Context: an optimization exercise on an open-source flow, tuned for a short achievable clock period and few clock cycles. The choices shown serve that exercise and are no tape-out recipe.
At most, simulation tests tie the RTL to the original design; equivalence was not proved.
Power and IR drop assume default switching activity.

== lane 1 ==
// cpu_pipeline
module cpu_pipeline (
  input  logic                     clk,
  input  logic                     rst,
  input  logic                     instr_mem_resp,
  input  rv32i_isa_pkg::rv32i_word instr_mem_rdata,
  input  logic                     data_mem_resp,
  input  rv32i_isa_pkg::rv32i_word data_mem_rdata,
  output logic                     instr_read,
  output rv32i_isa_pkg::rv32i_word instr_mem_address,
  output logic                     data_read,
  output logic                     data_write,
  output rv32i_isa_pkg::byte_mask  data_mbe,
  output rv32i_isa_pkg::rv32i_word data_mem_address,
  output rv32i_isa_pkg::rv32i_word data_mem_wdata
);
Settings: LEC_CHECK=0, ABC_AREA=1, CAP_MARGIN=20, CORE_MARGIN=2, CORE_UTILIZATION=40, SETUP_SLACK_MARGIN=4.2, SLEW_MARGIN=20; clock period 6.5 ns.
run.sh (not shown) runs the stock make flow with config.mk's settings and CLKGATE_MAP_FILE= SYNTH_SCRIPT=/design/flow/synth_recipe.tcl, a recipe that flattens the netlist after the stock synthesis.
Testbench counts of lane 1, summed over its fixed seeds: cycles 33,769.
For lane 2, these inputs were changed with respect to lane 1:
diff --git a/flow/design.v b/flow/design.v
--- a/flow/design.v
+++ b/flow/design.v
@@ -156,44 +156,46 @@
   logic [31:0] x_b;          
   logic        x_arith;
   logic        x_sel_add, x_sel_sub, x_sel_sll, x_sel_sr, x_sel_slt, x_sel_sltu;
   logic        x_sel_xor, x_sel_or, x_sel_and, x_sel_lui;
   logic        e_wr;         
   logic        e_load;
   logic        e_store;
   logic [4:0]  e_rd;
   logic [31:0] e_a;          
+  logic [31:0] e_b;          
   logic [31:0] e_bx;         
   logic        e_sub;
   logic [31:0] e_sd;         
   logic        e_fsd_ld;     
   logic        e_fsd;        
   logic        e_arith;      
   logic        e_sel_add, e_sel_sll, e_sel_sr, e_sel_slt, e_sel_sltu;
   logic        e_sel_xor, e_sel_or, e_sel_and, e_sel_lui;
   logic        m_rdreq;
   logic        m_wrreq;
   logic        m_acc;        
   logic        m_wr;
   logic        m_load;
   logic [4:0]  m_rd;
   logic [31:0] m_res;        
   logic [31:0] m_sd;
+  logic [29:0] pc_out;       
   logic        w_wr;
   logic [4:0]  w_rd;
   logic [31:0] w_res;
   logic        w2_wr;
   logic [4:0]  w2_rd;
   logic [31:0] w2_res;
   logic [31:0] rf [1:32-1];
   logic        rst_q;
   assign instr_read        = fetch_on;
-  assign instr_mem_address = {pc, 2'b00};
+  assign instr_mem_address = {pc_out, 2'b00};
   assign data_read         = m_rdreq;
   assign data_write        = m_wrreq;
   assign data_mbe          = {4{m_acc}};
   assign data_mem_address  = {m_res[31:2], 2'b00};
   assign data_mem_wdata    = m_sd;
   logic m_stall;     
   logic load_stall;  
   logic x_go;        
   logic x_load;      
@@ -330,46 +332,50 @@
   assign pc_en   = rst || fetched;
   assign pc_d    = (pc_p1 & {30{!rst}}) | (30'(32'h8000_0000 >> 2) & {30{rst}});
   assign pc_ao_d = (p1_ao & {30{!rst}}) | (30'd1 & {30{rst}});   
   always_ff @(posedge clk) begin
     if (pc_en) begin
       pc    <= pc_d;
       pc_ao <= pc_ao_d;
     end
   end
+  always_ff @(posedge clk) begin
+    if (rst) pc_out <= 30'(32'h8000_0000 >> 2);
+    else if (fetched) pc_out <= pc_p1;
+  end
   logic [31:0] d_src;
   assign d_src = q_empty ? instr_mem_rdata : q_out;
   always_ff @(posedge clk) begin
     if (if_load) begin
       d_instr <= d_src;
       for (int i = 1; i < 32; i++) begin
         d_oh1[i] <= d_src[19:15] == 5'(i);
         d_oh2[i] <= d_src[24:20] == 5'(i);
       end
     end
   end
   logic [31:0] sum, shl, shr, res_o, res;
   logic        lt_low, sgn_ne, slt, sltu;
   ks_add32 u_add (.a(e_a), .b(e_bx), .cin(e_sub), .sum(sum));
-  lt_cmp31 u_lt (.a(e_a[30:0]), .b(e_bx[30:0]), .lt(lt_low));
-  assign sgn_ne = e_a[31] ^ e_bx[31];
+  lt_cmp31 u_lt (.a(e_a[30:0]), .b(e_b[30:0]), .lt(lt_low));
+  assign sgn_ne = e_a[31] ^ e_b[31];
   assign slt    = sgn_ne ? e_a[31] : lt_low;
-  assign sltu   = sgn_ne ? e_bx[31] : lt_low;
-  assign shl    = e_a << e_bx[4:0];
-  assign shr    = 32'($signed({e_arith & e_a[31], e_a}) >>> e_bx[4:0]);
+  assign sltu   = sgn_ne ? e_b[31] : lt_low;
+  assign shl    = e_a << e_b[4:0];
+  assign shr    = 32'($signed({e_arith & e_a[31], e_a}) >>> e_b[4:0]);
   assign res_o = ({32{e_sel_sll}}  & shl) |
                  ({32{e_sel_sr}}   & shr) |
                  ({32{e_sel_slt}}  & {31'd0, slt}) |
                  ({32{e_sel_sltu}} & {31'd0, sltu}) |
-                 ({32{e_sel_xor}}  & (e_a ^ e_bx)) |
-                 ({32{e_sel_or}}   & (e_a | e_bx)) |
-                 ({32{e_sel_and}}  & (e_a & e_bx)) |
-                 ({32{e_sel_lui}}  & e_bx);
+                 ({32{e_sel_xor}}  & (e_a ^ e_b)) |
+                 ({32{e_sel_or}}   & (e_a | e_b)) |
+                 ({32{e_sel_and}}  & (e_a & e_b)) |
+                 ({32{e_sel_lui}}  & e_b);
   assign res = ({32{e_sel_add}} & sum) | res_o;
   function automatic logic [31:0] byp(logic hit, logic [31:0] other);
     byp = ({32{hit & e_sel_add}} & sum) | (hit ? res_o : other);
   endfunction
   always_ff @(posedge clk) begin
     if (rst) begin
       e_wr    <= 1'b0;
       e_load  <= 1'b0;
       e_store <= 1'b0;
@@ -377,18 +383,19 @@
       e_wr    <= x_valid && x_wr && !load_stall;
       e_load  <= x_valid && x_ld && !load_stall;
       e_store <= x_valid && x_st && !load_stall;
     end
   end
   always_ff @(posedge clk) begin
     if (!m_stall) begin
       e_rd       <= x_rd;
       e_a        <= byp(e_hit1, v1);
+      e_b        <= byp(e_hit2 && x_op, vb);
       e_bx       <= byp(e_hit2 && x_op, vb) ^ {32{x_sel_sub}};
       e_sub      <= x_sel_sub;
       e_sd       <= v2;
       e_fsd      <= e_hit2 && !e_load;
       e_fsd_ld   <= e_hit2 && e_load;
       e_arith    <= x_arith;
       e_sel_add  <= x_sel_add || x_sel_sub;
       e_sel_sll  <= x_sel_sll;
       e_sel_slt  <= x_sel_slt;
@@ -410,20 +417,25 @@
     end else if (!m_stall) begin
       m_rdreq <= e_load;
       m_wrreq <= e_store;
       m_acc   <= e_load || e_store;
       m_wr    <= e_wr;
       m_load  <= e_load;
     end
   end
   always_ff @(posedge clk) begin
-    if (!m_stall) begin
-      m_rd  <= e_rd;
+    if (!m_stall) m_rd <= e_rd;
+  end
+  always_ff @(posedge clk) begin
+    if (rst) begin
+      m_res <= '0;
+      m_sd  <= '0;
+    end else if (!m_stall) begin
       m_res <= res;
       m_sd  <= e_fsd_ld ? data_mem_rdata : e_fsd ? m_res : e_sd;
     end
   end
   always_ff @(posedge clk) begin
     if (rst) w_wr <= 1'b0;
     else     w_wr <= m_wr && !m_stall;
   end
   always_ff @(posedge clk) begin
Reported leakage power ends up higher on lane 1. Looking at portion of total power attributed to combinational logic, lane 2 sits 3.4 points lower than lane 1 does. In the reports for lane 1 and lane 2, the smaller transition time of the tightest slew-check pin belongs to lane 1. In the tables for lane 1 and lane 2, placeable core region reads lower with lane 1. Worst-case clock buffer depth came out exactly the same in lane 1 and lane 2. Compared to lane 1, the routing of lane 2 uses less wire. On sequential cell area: lane 2 sits above lane 1. Taking lane 1 as the reference point, the via count of lane 2 falls by 4506. Delta (lane 2 minus lane 1): fraction of the cycle the final worst path needs increased by 5.2 points relative to the old numbers, via count of the first global-routing pass now sits lower. Total power: lane 2 < lane 1. [lane 2 vs lane 1] final HPWL from detailed placement: lower in lane 2. Going from lane 1 to lane 2, maximum ir drop on the vdd rail shrinks by 0.63%.
Testbench counts of lane 2, summed over its fixed seeds: cycles 33,769.

## main
Another version of the RTL of cpu_pipeline (not shown whole).
Size in the first run: about 1700 flip-flops, about 170 I/O pins, about 82000 sq um of cells after synthesis.
make LEC_CHECK=0 ABC_AREA=1 CAP_MARGIN=20 CORE_MARGIN=2 CORE_UTILIZATION=40 SETUP_SLACK_MARGIN=3.5 SLEW_MARGIN=20 finish   # period 6.5 ns
The flow did not stop early for main: all stages ran, and the layout cleared the timing, design-rule and antenna checks.
Input-level comparison between the feature branch and main:
--- a/flow/design.v
+++ b/flow/design.v
@@ -142,16 +142,18 @@
 );
   localparam int QD = 4;   
   logic [29:0] pc;           
   logic [29:0] pc_ao;        
   logic        fetch_on;     
   logic [31:0] q [0:QD-1];   
   logic        d_valid;      
   logic [31:0] d_instr;
+  logic [31:1] d_oh1;        
+  logic [31:1] d_oh2;
   logic        x_valid;
   logic [4:0]  x_rs1, x_rs2, x_rd;
   logic        x_uses1, x_op, x_ld, x_st, x_wr;
   logic [31:0] x_r1, x_r2;   
   logic [31:0] x_b;          
   logic        x_arith;
   logic        x_sel_add, x_sel_sub, x_sel_sll, x_sel_sr, x_sel_slt, x_sel_sltu;
   logic        x_sel_xor, x_sel_or, x_sel_and, x_sel_lui;
@@ -217,26 +219,25 @@
   assign is_ld  = opc == 7'b0000011 && f3 == 3'b010;
   assign is_st  = opc == 7'b0100011 && f3 == 3'b010;
   assign is_alu = is_imm || is_op;
   always_comb begin
     if (is_lui)     imm = {d_instr[31:12], 12'b0};
     else if (is_st) imm = {{20{d_instr[31]}}, d_instr[31:25], d_instr[11:7]};
     else            imm = {{20{d_instr[31]}}, d_instr[31:20]};
   end
-  logic [31:0] rfx [0:32-1];
-  logic [32-1:0] rfx_set;
   logic [31:0] rf1, rf2;
   always_comb begin
-    rfx[0] = 32'd0;
-    for (int i = 1; i < 32; i++) rfx[i] = rf[i];
+    rf1 = '0;
+    rf2 = '0;
+    for (int i = 1; i < 32; i++) begin
+      rf1 |= rf[i] & {32{d_oh1[i] & rf_set[i]}};
+      rf2 |= rf[i] & {32{d_oh2[i] & rf_set[i]}};
+    end
   end
-  assign rfx_set = {rf_set, 1'b0};
-  assign rf1 = rfx_set[rs1] ? rfx[rs1] : 32'd0;
-  assign rf2 = rfx_set[rs2] ? rfx[rs2] : 32'd0;
   always_ff @(posedge clk) begin
     if (rst) x_valid <= 1'b0;
     else if (x_load) x_valid <= d_valid;
   end
   always_ff @(posedge clk) begin
     if (x_load) begin
       x_rs1      <= rs1;
       x_rs2      <= rs2;
@@ -331,18 +332,26 @@
   assign pc_d    = (pc_p1 & {30{!rst}}) | (30'(32'h8000_0000 >> 2) & {30{rst}});
   assign pc_ao_d = (p1_ao & {30{!rst}}) | (30'd1 & {30{rst}});   
   always_ff @(posedge clk) begin
     if (pc_en) begin
       pc    <= pc_d;
       pc_ao <= pc_ao_d;
     end
   end
+  logic [31:0] d_src;
+  assign d_src = q_empty ? instr_mem_rdata : q_out;
   always_ff @(posedge clk) begin
-    if (if_load) d_instr <= q_empty ? instr_mem_rdata : q_out;
+    if (if_load) begin
+      d_instr <= d_src;
+      for (int i = 1; i < 32; i++) begin
+        d_oh1[i] <= d_src[19:15] == 5'(i);
+        d_oh2[i] <= d_src[24:20] == 5'(i);
+      end
+    end
   end
   logic [31:0] sum, shl, shr, res_o, res;
   logic        lt_low, sgn_ne, slt, sltu;
   ks_add32 u_add (.a(e_a), .b(e_bx), .cin(e_sub), .sum(sum));
   lt_cmp31 u_lt (.a(e_a[30:0]), .b(e_b[30:0]), .lt(lt_low));
   assign sgn_ne = e_a[31] ^ e_b[31];
   assign slt    = sgn_ne ? e_a[31] : lt_low;
   assign sltu   = sgn_ne ? e_b[31] : lt_low;
- Met2 global-route usage: the feature branch vs main, no meaningful difference
- Sequential share of cell area was higher in the run labelled the feature branch.
- The feature branch vs main — clock network power climbed by a few percent
- Sort the feature branch and main by switching part of the total asc -> top: the feature branch
- Delta (the feature branch minus main): total of plain and repair buffers excluding clock buffers down 174, core utilization down 1.4 points, fmax down 2.4%, clock network power share up 8.0 points.
- The feature branch ended with less minimum setup slack in the final design than main.
- On sequential power, the feature branch and main are neck and neck.
- Against main, the feature branch reports a shortest clock period the worst path allows after layout that is higher.
- Changes observed in the feature branch relative to main: number of placed instances, taps included fell about 0.9%; total net switching power fell about 36%; vias per cell rose about 3%.
No run of this note included a check of the RTL's function; only the layout flow was run.

cpu_pipeline, a different RTL version from the one above (not shown whole).
Size in the first run: about 9400 cells after synthesis, ~1700 flip-flops, about 170 I/O pins, ~0.086 sq mm of cells after synthesis.
Settings: LEC_CHECK=0, ABC_AREA=1, CAP_MARGIN=20, CORE_MARGIN=2, CORE_UTILIZATION=40, SETUP_SLACK_MARGIN=4.2, SLEW_MARGIN=20; clock period 6.5 ns.
Testbench counts at the start, summed over its fixed seeds: cycles 33,769.
Next try:
--- a/flow/design.v
+++ b/flow/design.v
@@ -158,15 +158,14 @@
   logic        x_sel_add, x_sel_sub, x_sel_sll, x_sel_sr, x_sel_slt, x_sel_sltu;
   logic        x_sel_xor, x_sel_or, x_sel_and, x_sel_lui;
   logic        e_wr;         
   logic        e_load;
   logic        e_store;
   logic [4:0]  e_rd;
   logic [31:0] e_a;          
-  logic [31:0] e_b;          
   logic [31:0] e_bx;         
   logic        e_sub;
   logic [31:0] e_sd;         
   logic        e_fsd_ld;     
   logic        e_fsd;        
   logic        e_arith;      
   logic        e_sel_add, e_sel_sll, e_sel_sr, e_sel_slt, e_sel_sltu;
@@ -175,24 +174,25 @@
   logic        m_wrreq;
   logic        m_acc;        
   logic        m_wr;
   logic        m_load;
   logic [4:0]  m_rd;
   logic [31:0] m_res;        
   logic [31:0] m_sd;
+  logic [29:0] pc_out;       
   logic        w_wr;
   logic [4:0]  w_rd;
   logic [31:0] w_res;
   logic        w2_wr;
   logic [4:0]  w2_rd;
   logic [31:0] w2_res;
   logic [31:0] rf [1:32-1];
   logic        rst_q;
   assign instr_read        = fetch_on;
-  assign instr_mem_address = {pc, 2'b00};
+  assign instr_mem_address = {pc_out, 2'b00};
   assign data_read         = m_rdreq;
   assign data_write        = m_wrreq;
   assign data_mbe          = {4{m_acc}};
   assign data_mem_address  = {m_res[31:2], 2'b00};
   assign data_mem_wdata    = m_sd;
   logic m_stall;     
   logic load_stall;  
@@ -333,42 +333,46 @@
   assign pc_ao_d = (p1_ao & {30{!rst}}) | (30'd1 & {30{rst}});   
   always_ff @(posedge clk) begin
     if (pc_en) begin
       pc    <= pc_d;
       pc_ao <= pc_ao_d;
     end
   end
+  always_ff @(posedge clk) begin
+    if (rst) pc_out <= 30'(32'h8000_0000 >> 2);
+    else if (fetched) pc_out <= pc_p1;
+  end
   logic [31:0] d_src;
   assign d_src = q_empty ? instr_mem_rdata : q_out;
   always_ff @(posedge clk) begin
     if (if_load) begin
       d_instr <= d_src;
       for (int i = 1; i < 32; i++) begin
         d_oh1[i] <= d_src[19:15] == 5'(i);
         d_oh2[i] <= d_src[24:20] == 5'(i);
       end
     end
   end
   logic [31:0] sum, shl, shr, res_o, res;
   logic        lt_low, sgn_ne, slt, sltu;
   ks_add32 u_add (.a(e_a), .b(e_bx), .cin(e_sub), .sum(sum));
-  lt_cmp31 u_lt (.a(e_a[30:0]), .b(e_b[30:0]), .lt(lt_low));
-  assign sgn_ne = e_a[31] ^ e_b[31];
+  lt_cmp31 u_lt (.a(e_a[30:0]), .b(e_bx[30:0]), .lt(lt_low));
+  assign sgn_ne = e_a[31] ^ e_bx[31];
   assign slt    = sgn_ne ? e_a[31] : lt_low;
-  assign sltu   = sgn_ne ? e_b[31] : lt_low;
-  assign shl    = e_a << e_b[4:0];
-  assign shr    = 32'($signed({e_arith & e_a[31], e_a}) >>> e_b[4:0]);
+  assign sltu   = sgn_ne ? e_bx[31] : lt_low;
+  assign shl    = e_a << e_bx[4:0];
+  assign shr    = 32'($signed({e_arith & e_a[31], e_a}) >>> e_bx[4:0]);
   assign res_o = ({32{e_sel_sll}}  & shl) |
                  ({32{e_sel_sr}}   & shr) |
                  ({32{e_sel_slt}}  & {31'd0, slt}) |
                  ({32{e_sel_sltu}} & {31'd0, sltu}) |
-                 ({32{e_sel_xor}}  & (e_a ^ e_b)) |
-                 ({32{e_sel_or}}   & (e_a | e_b)) |
-                 ({32{e_sel_and}}  & (e_a & e_b)) |
-                 ({32{e_sel_lui}}  & e_b);
+                 ({32{e_sel_xor}}  & (e_a ^ e_bx)) |
+                 ({32{e_sel_or}}   & (e_a | e_bx)) |
+                 ({32{e_sel_and}}  & (e_a & e_bx)) |
+                 ({32{e_sel_lui}}  & e_bx);
   assign res = ({32{e_sel_add}} & sum) | res_o;
   function automatic logic [31:0] byp(logic hit, logic [31:0] other);
     byp = ({32{hit & e_sel_add}} & sum) | (hit ? res_o : other);
   endfunction
   always_ff @(posedge clk) begin
     if (rst) begin
       e_wr    <= 1'b0;
@@ -380,15 +384,14 @@
       e_store <= x_valid && x_st && !load_stall;
     end
   end
   always_ff @(posedge clk) begin
     if (!m_stall) begin
       e_rd       <= x_rd;
       e_a        <= byp(e_hit1, v1);
-      e_b        <= byp(e_hit2 && x_op, vb);
       e_bx       <= byp(e_hit2 && x_op, vb) ^ {32{x_sel_sub}};
       e_sub      <= x_sel_sub;
       e_sd       <= v2;
       e_fsd      <= e_hit2 && !e_load;
       e_fsd_ld   <= e_hit2 && e_load;
       e_arith    <= x_arith;
       e_sel_add  <= x_sel_add || x_sel_sub;
@@ -414,16 +417,21 @@
       m_wrreq <= e_store;
       m_acc   <= e_load || e_store;
       m_wr    <= e_wr;
       m_load  <= e_load;
     end
   end
   always_ff @(posedge clk) begin
-    if (!m_stall) begin
-      m_rd  <= e_rd;
+    if (!m_stall) m_rd <= e_rd;
+  end
+  always_ff @(posedge clk) begin
+    if (rst) begin
+      m_res <= '0;
+      m_sd  <= '0;
+    end else if (!m_stall) begin
       m_res <= res;
       m_sd  <= e_fsd_ld ? data_mem_rdata : e_fsd ? m_res : e_sd;
     end
   end
   always_ff @(posedge clk) begin
     if (rst) w_wr <= 1'b0;
     else     w_wr <= m_wr && !m_stall;
=> The changed run finished but failed the layout checks on max-capacitance violations, max-slew violations; flip-flop and latch count drops by 2; power drops by 2.0%; register-to-register slack gets worse by 0.33 ns; setup slack gets worse by 0.21 ns; area after synthesis drops by 1.8%; utilization hardly moves; die area drops by 1.8%; via count drops by about 8%; sequential power is about the same; clock skew climbs by 0.016 ns; wire length drops by about 11%; count of clock-buffer cells in the layout drops by 7.
Testbench counts after the change, summed over its fixed seeds: cycles 33,769.

## afterwards: timing with drivers on the ports
The results above use ideal ports. As a check the final layouts listed here were re-extracted and re-timed, cells and wires unchanged. Step 1 assumes that a clkbuf_16 drives the clock port and a buf_2 every other input. Step 2, shift: input delay + t, output delay - t, t = (earliest + latest rising clock arrival at the registers) / 2. This alone moves slack from input paths to output paths. a / b / c = no drivers / after step 1 / after step 2; a / b = the first two.
| run | shift t [ns] | slack for setup (ns) | pins driven straight from the clock port |
|---|---|---|---|
| lane 1 | 0.990 | 3.485 / 3.439 / 2.977 | 1 |
| lane 2 | 0.990 | 3.150 / 3.150 / 2.526 | 1 |
| main | 0.953 | 3.319 / 3.319 / 2.628 | 1 |
| the feature branch | 0.976 | 3.241 / 3.241 / 2.601 | 1 |
| the first run of note 3 | 0.972 | 3.293 / 3.204 / 3.064 | 1 |
| the second run of note 3 | 0.943 | 3.084 / 3.084 / 2.503 | 1 |
The setup slack of main, which loses most, moves by 0.000 ns with the drivers and by -0.691 ns with both steps.
